Source: an optimization exercise on an open RTL-to-GDS flow (aim: small area, a short achievable clock period and few clock cycles per item). Production flows keep margins and buffers that such runs may drop.
RTL that was checked went through simulation tests only; none was proved equivalent to the original.

## v16
Design sparse_dot_top, start of the top module:
module sparse_dot_top #(
    parameter int MAX_ROWS = sparse_pkg::MAX_DIM,
    parameter int MAX_COLS = sparse_pkg::MAX_DIM
) (
    input  logic                                  clk,
    input  logic                                  rst,
    input  logic                                  load_en,
    input  sparse_pkg::bank_e                     load_bank,
    input  logic [sparse_pkg::INDEX_W-1:0]        load_index,
    input  sparse_pkg::word_t                     load_data,
    input  logic                                  start,
    input  logic [sparse_pkg::DIM_W-1:0]          num_rows,
    input  logic [sparse_pkg::DIM_W-1:0]          num_cols,
    input  logic [sparse_pkg::LANES*MAX_ROWS-1:0] bitmap_a,
    input  logic [sparse_pkg::LANES*MAX_COLS-1:0] bitmap_b,
    output logic                                  busy,
    output logic                                  done,
    output logic                                  result_valid,
    output logic [sparse_pkg::DIM_W-1:0]          result_row,
    output logic [sparse_pkg::DIM_W-1:0]          result_col,
    output sparse_pkg::acc_t                      result_value
);
    logic              issue;
  ...
For scale: about 3200 cells after synthesis, ~800 flip-flops, roughly 0.041 sq mm of cells after synthesis.
Settings: LEC_CHECK=0, ABC_CLOCK_PERIOD_IN_PS=3000, CAP_MARGIN=20, CORE_MARGIN=2, CORE_UTILIZATION=60, CTS_CLUSTER_DIAMETER=80, CTS_CLUSTER_SIZE=25, SLEW_MARGIN=20; clock period 10.0 ns.
standard.sh (not shown) runs the stock make flow with config.mk's settings and CLKGATE_MAP_FILE= SYNTH_SCRIPT=/design/flow/synth_recipe.tcl, a recipe that flattens the netlist after the stock synthesis.
==> flow/flow/run.sh <==
#!/bin/bash
# The standard layout, with timing repair aiming below the design's clock
# period (the SDC is unchanged; only the repair margin is raised). Extra make
# variables, one per line, come from flow/args.txt.
set -euo pipefail
mapfile -t ARGS < flow/args.txt
bash standard.sh "${ARGS[@]}" finish > standard_finish.log 2>&1
==> flow/flow/args.txt <==
SETUP_SLACK_MARGIN=6.7
BUFFER_PORTS_ARGS=-buffer_cell sky130_fd_sc_hd__buf_2
Testbench counts of v16, summed over its fixed seeds: cycles 10,520, items 9,944.
--- input diff v16..v58 ---
- CTS_CLUSTER_SIZE changed from 25 to 30
- PLACE_DENSITY newly set to 0.75
Findings:
- Going from v16 to v58, number of buffers outside the clock class in the layout fell about 1.3%; cell area reported after detailed placement held steady; final worst-path cycle share picked up an extra 0.44 points.
- On pin slew with the least headroom to its limit: between v58 and v16, it ends up lower for v58.
- Higher number of cells on the critical path was reported by v16, not v58.
- Compared with v16, in v58 via count of the first global-routing pass grew by 493, post-synthesis to final-layout area growth shrank by 0.23 points.
- Any difference in final count of hold timing violations between v58 and v16 is small enough to ignore.
The following lists how v30 was set up differently from v58:
- PLACE_DENSITY removed (was 0.75)
==> comparison <==
Cmp v30 vs v58: global-route met3 utilization lower in v30
[compare] base=v58 new=v30: combined global-route utilization of all metal layers climbed 1.1 points; required time at the worst-slack endpoint dropped 0.04 ns; count of cells resized by post-cts repair dropped about 14%.
v30 vs. v58: ratio of final minimum period to clock period went down by 0.32 points.
Between v58 and v30, the final area is lower for v58.
Between v58 and v30, final weighted congestion in routability-driven placement decreased.
Maximum fanout along the worst path in v30 is 1 higher than in v58
Comparing v58 and v30, the higher utilization is on v30.
Changes in v12 relative to v30:
- an added PLACE_DENSITY of 0.5
## What came out
- On average vias per placed instance, v12 and v30 are neck and neck.
- From v30 to v12 the numbers moved as follows: largest net degree at the start of global routing level; fmax level; sequential portion of the cell area level; area taken by flip-flops and latches level; area share of xor/xnor cells in the synthesized design level.
- Reported for v12 and v30, portion of the clock cycle consumed by the worst path in the final layout turned out identical to the last digit.
- [compare] base=v30 new=v12: hold slack held steady, number of max-cap violations held steady.
diff inputs: v12 => v44
- PLACE_DENSITY no longer set, was 0.5
- CORE_UTILIZATION now 70, was 60
-- flow/flow/args.txt --
<<< v12, line 1
SETUP_SLACK_MARGIN=6.7
>>> v44, line 1
SETUP_SLACK_MARGIN=6.6
Notes after the runs:
- Upper clock frequency limit: higher on v12
- v44: post-route clock skew lower than v12
- Global-route usage: v44 vs v12 up 4.0 points

sparse_dot_top again, from the RTL that the note above started with.
clock: 10.0 ns
lec_check: 0
abc_clock_period_in_ps: 3000
cap_margin: 20
core_margin: 2
core_utilization: 60
cts_cluster_diameter: 80
cts_cluster_size: 30
slew_margin: 20
==> flow/flow/args.txt <==
SETUP_SLACK_MARGIN=6.65
BUFFER_PORTS_ARGS=-buffer_cell sky130_fd_sc_hd__buf_2
Scripts as last shown in full above: flow/flow/run.sh
The baseline completed with no timing, DRC or antenna violations.
Testbench counts at the start, summed over its fixed seeds: cycles 10,520, items 9,944.
Change:
==> flow/flow/args.txt (replaced) <==
SETUP_SLACK_MARGIN=6.7
BUFFER_PORTS_ARGS=-buffer_cell sky130_fd_sc_hd__buf_2
CTS_CLUSTER_DIAMETER = 70   (was 80)
CTS_CLUSTER_SIZE = 35   (was 30)
What happened: Via count went up slightly. Setup slack improves by 0.053 ns. Register-to-register slack improves by 0.05 ns. Wire length stays flat. Maximum frequency went up slightly. Critical path depth stays the same.

sparse_dot_top again, from the RTL that the note above started with.
==> flow/config.mk <==
export PLATFORM = sky130hd
export DESIGN_NAME = sparse_dot_top
export DESIGN_NICKNAME = sparse_dot_top
export VERILOG_FILES = /design/flow/design.v
export SDC_FILE = /design/flow/constraint.sdc
export NUM_CORES = 4
export LEC_CHECK = 0
export ABC_CLOCK_PERIOD_IN_PS = 3000
export CAP_MARGIN = 20
export CORE_MARGIN = 2
export CORE_UTILIZATION = 60
export SLEW_MARGIN = 20
==> flow/constraint.sdc <==
create_clock -name core_clock -period 10.0 [get_ports {clk}]
set_input_delay 2.0000 -clock core_clock [delete_from_list [all_inputs] [get_ports {clk}]]
set_output_delay 2.0000 -clock core_clock [all_outputs]
set_load 0.01 [all_outputs]
==> flow/flow/args.txt <==
SETUP_SLACK_MARGIN=6.8
Scripts as last shown in full above: flow/flow/run.sh
Testbench counts at the start, summed over its fixed seeds: cycles 10,520, items 9,944.
Rerun with:
==> flow/flow/args.txt (replaced) <==
SETUP_SLACK_MARGIN=6.5
BUFFER_PORTS_ARGS=-buffer_cell sky130_fd_sc_hd__buf_2
- CTS_CLUSTER_DIAMETER: not set -> 80
- CTS_CLUSTER_SIZE: not set -> 30
Effect:
- die area stays the same
- routed wire length went down by 4.4%
- cell area went down by 7.5%
Rerun with:
==> flow/flow/args.txt (replaced) <==
SETUP_SLACK_MARGIN=6.7
BUFFER_PORTS_ARGS=-buffer_cell sky130_fd_sc_hd__buf_2
- CAP_MARGIN: 20 -> 5
- SLEW_MARGIN: 20 -> 5
What happened:
- The changed run ran to the end with no violations
- wire length drops by 0.71%
- die area stays the same
- clock-buffer cell count came out lower by 2
- global-route usage went down by 0.22 points
- utilization rises by 1.4 points
- final cell count goes up by 0.69%
- design area rises by 2.2%
- synthesized cell count stays the same
- sequential cell count does not change
Rerun with:
==> flow/flow/args.txt (replaced) <==
SETUP_SLACK_MARGIN=6.6
- CAP_MARGIN: 5 -> 20
- CTS_CLUSTER_DIAMETER: 80 -> not set
- CTS_CLUSTER_SIZE: 30 -> not set
- SLEW_MARGIN: 5 -> 20
=> Synthesized cell count does not change; wire length rises by 3.5%; count of clock-buffer cells in the layout rises by 55.
Rerun with:
==> flow/flow/args.txt (replaced) <==
SETUP_SLACK_MARGIN=6.7
BUFFER_PORTS_ARGS=-buffer_cell sky130_fd_sc_hd__buf_2
- CTS_CLUSTER_DIAMETER: not set -> 80
- CTS_CLUSTER_SIZE: not set -> 30
- GPL_TIMING_DRIVEN: not set -> 1
Clock-buffer cell count drops by 55; wire length drops by 3.8%; synthesized cell count stays the same; via count drops by 2.8%; core utilization drops by 3.1 points; clock skew climbs by 0.0079 ns; synthesized area is unchanged.

v6:
sparse_dot_top again, from the RTL that the note above started with.
// sparse_dot_top
module sparse_dot_top #(
    parameter int MAX_ROWS = sparse_pkg::MAX_DIM,
    parameter int MAX_COLS = sparse_pkg::MAX_DIM
) (
    input  logic                                  clk,
    input  logic                                  rst,
    input  logic                                  load_en,
    input  sparse_pkg::bank_e                     load_bank,
    input  logic [sparse_pkg::INDEX_W-1:0]        load_index,
    input  sparse_pkg::word_t                     load_data,
    input  logic                                  start,
    input  logic [sparse_pkg::DIM_W-1:0]          num_rows,
    input  logic [sparse_pkg::DIM_W-1:0]          num_cols,
    input  logic [sparse_pkg::LANES*MAX_ROWS-1:0] bitmap_a,
    input  logic [sparse_pkg::LANES*MAX_COLS-1:0] bitmap_b,
    output logic                                  busy,
    output logic                                  done,
    output logic                                  result_valid,
    output logic [sparse_pkg::DIM_W-1:0]          result_row,
    output logic [sparse_pkg::DIM_W-1:0]          result_col,
    output sparse_pkg::acc_t                      result_value
);
export LEC_CHECK = 0
export ABC_CLOCK_PERIOD_IN_PS = 3000
export CAP_MARGIN = 20
export CORE_MARGIN = 2
export CORE_UTILIZATION = 60
export CTS_CLUSTER_DIAMETER = 80
export CTS_CLUSTER_SIZE = 30
export SLEW_MARGIN = 20
create_clock -name core_clock -period 10.0 [get_ports {clk}]
==> flow/flow/args.txt <==
SETUP_SLACK_MARGIN=6.75
BUFFER_PORTS_ARGS=-buffer_cell sky130_fd_sc_hd__buf_2
Scripts as last shown in full above: flow/flow/run.sh
Testbench counts of v6, summed over its fixed seeds: cycles 10,520, items 9,944.
What v7 does differently from v6 at the input level:
==> flow/flow/args.txt <==
SETUP_SLACK_MARGIN=6.6
BUFFER_PORTS_ARGS=-buffer_cell sky130_fd_sc_hd__buf_2
## What came out
- v7: full flow OK, the timing, DRC and antenna checks passed
- v6: full flow OK, the timing, DRC and antenna checks passed
- v7 vs. v6: ratio of final minimum period to clock period lower; delay of the slowest critical-path stage lower; total wirelength of the detailed-routed design lower; final estimated routing congestion in global placement lower.
- v7 vs v6 — non-clock buffer total of the final layout dropped by more than 10%
- v7 against v6: mean number of vias per cell went down by about 0.9%, final-report hold violation count was more or less identical, number of post-CTS setup repair buffers went down by 11.

sparse_dot_top, a different RTL version from the one above (not shown whole).
For scale: about 3200 cells after synthesis, about 830 flip-flops.
==> flow/config.mk <==
export PLATFORM = sky130hd
export DESIGN_NAME = sparse_dot_top
export DESIGN_NICKNAME = sparse_dot_top
export VERILOG_FILES = /design/flow/design.v
export SDC_FILE = /design/flow/constraint.sdc
export NUM_CORES = 4
export LEC_CHECK = 0
export ABC_CLOCK_PERIOD_IN_PS = 3000
export CAP_MARGIN = 20
export CORE_MARGIN = 2
export CORE_UTILIZATION = 50
export SLEW_MARGIN = 20
==> flow/constraint.sdc <==
create_clock -name core_clock -period 10.0 [get_ports {clk}]
set_input_delay 2.0000 -clock core_clock [delete_from_list [all_inputs] [get_ports {clk}]]
set_output_delay 2.0000 -clock core_clock [all_outputs]
set_load 0.01 [all_outputs]
==> flow/flow/run.sh <==
#!/bin/bash
# The standard layout, with timing repair aiming well below the design's
# clock period (the SDC is unchanged; only the repair margin is raised).
set -euo pipefail
MARGIN=$(cat flow/margin.txt)
bash standard.sh SETUP_SLACK_MARGIN=$MARGIN finish > standard_finish.log 2>&1
==> flow/flow/margin.txt <==
6.4
The baseline ran to the end with no violations.
Testbench counts at the start, summed over its fixed seeds: cycles 10,520, items 9,944.
Change:
==> flow/flow/margin.txt (replaced) <==
6.7
After rerunning:
- The changed run passed the timing, DRC and antenna checks
- die area stays the same
- setup slack gains 0.091 ns
- wire length is about the same
- utilization went up by 1.6 points
- worst hold slack is about the same
- maximum frequency climbs by a few percent
- synthesized cell count stays the same
- clock skew drops by 0.014 ns
- final cell count climbs slightly

Another version of the RTL of sparse_dot_top (not shown whole).
Size in the first run: ~110 I/O pins, roughly 0.040 mm^2 of cells after synthesis.
Settings: LEC_CHECK=0, ABC_CLOCK_PERIOD_IN_PS=3000, CAP_MARGIN=20, CORE_MARGIN=2, CORE_UTILIZATION=60, CTS_CLUSTER_DIAMETER=80, CTS_CLUSTER_SIZE=30, SLEW_MARGIN=20; clock period 10.0 ns.
==> flow/flow/run.sh <==
#!/bin/bash
# The standard layout, with timing repair aiming below the design's clock
# period (the SDC is unchanged; only the repair margin is raised). Extra make
# variables, one per line, come from flow/args.txt.
set -euo pipefail
mapfile -t ARGS < flow/args.txt
bash standard.sh "${ARGS[@]}" finish > standard_finish.log 2>&1
==> flow/flow/args.txt <==
SETUP_SLACK_MARGIN=6.6
BUFFER_PORTS_ARGS=-buffer_cell sky130_fd_sc_hd__buf_2
The starting point ran to the end with no violations.
Then changed:
Settings changed: CORE_UTILIZATION 60 to 55.
What happened: First-iteration DRC count went up by a few percent. Routed wire length went up by a few percent. Non-clock buffer count went up by 30. Cell area went up slightly. Count of clock-buffer cells in the layout went up by 5. Register-to-register slack is worse by 0.04 ns. Critical path depth went up by 1.
Function was not checked in any run of this note: the RTL went through the layout flow alone.

==> re-timing with driven ports <==
Ports are ideal in the flow. The routed layouts listed here were re-timed in OpenROAD.
Step 1 sets driving cells, clkbuf_16 on the clock port and buf_2 on the other inputs (assumed; they add their load-dependent delay and slew).
Step 2 also shifts input and output timing later by t, the mid clock arrival at the registers, as if the neighbouring blocks saw the same clock.
Three values: no drivers, after step 1, after step 2; two values: the first two.
run	t (ns)	setup WS [ns]	clock arrival spread, ns
v16	0.674	6.697 / 6.697 / 6.116	0.052 / 0.052
v58	0.686	6.653 / 6.653 / 6.110	0.036 / 0.037
v30	0.661	6.685 / 6.685 / 6.108	0.053 / 0.054
v12	0.661	6.685 / 6.685 / 6.108	0.053 / 0.054
v44	0.663	6.633 / 6.633 / 6.016	0.046 / 0.046
the first run of note 2	0.680	6.607 / 6.607 / 6.086	0.048 / 0.048
the second run of note 2	0.672	6.660 / 6.660 / 6.117	0.076 / 0.076
the first run of note 3	0.708	6.615 / 6.615 / 6.120	0.042 / 0.041
the second run of note 3	0.674	6.396 / 6.438 / 5.764	0.064 / 0.064
the third run of note 3	0.671	6.646 / 6.646 / 6.111	0.047 / 0.047
the fourth run of note 3	0.710	6.655 / 6.636 / 5.986	0.060 / 0.060
the fifth run of note 3	0.661	6.685 / 6.685 / 6.108	0.053 / 0.054
v6	0.677	6.610 / 6.610 / 6.208	0.049 / 0.048
v7	0.671	6.628 / 6.628 / 6.065	0.052 / 0.052
the first run of note 5	0.706	6.426 / 6.411 / 5.761	0.058 / 0.057
the second run of note 5	0.703	6.516 / 6.516 / 6.022	0.042 / 0.042
the first run of note 6	0.665	6.579 / 6.579 / 6.019	0.042 / 0.042
the second run of note 6	0.676	6.537 / 6.537 / 6.003	0.048 / 0.049
After both steps setup and hold are still met in every run listed. For the fourth run of note 3, which loses most, drivers alone change the setup slack by -0.019 ns; drivers and shift together by -0.669 ns.
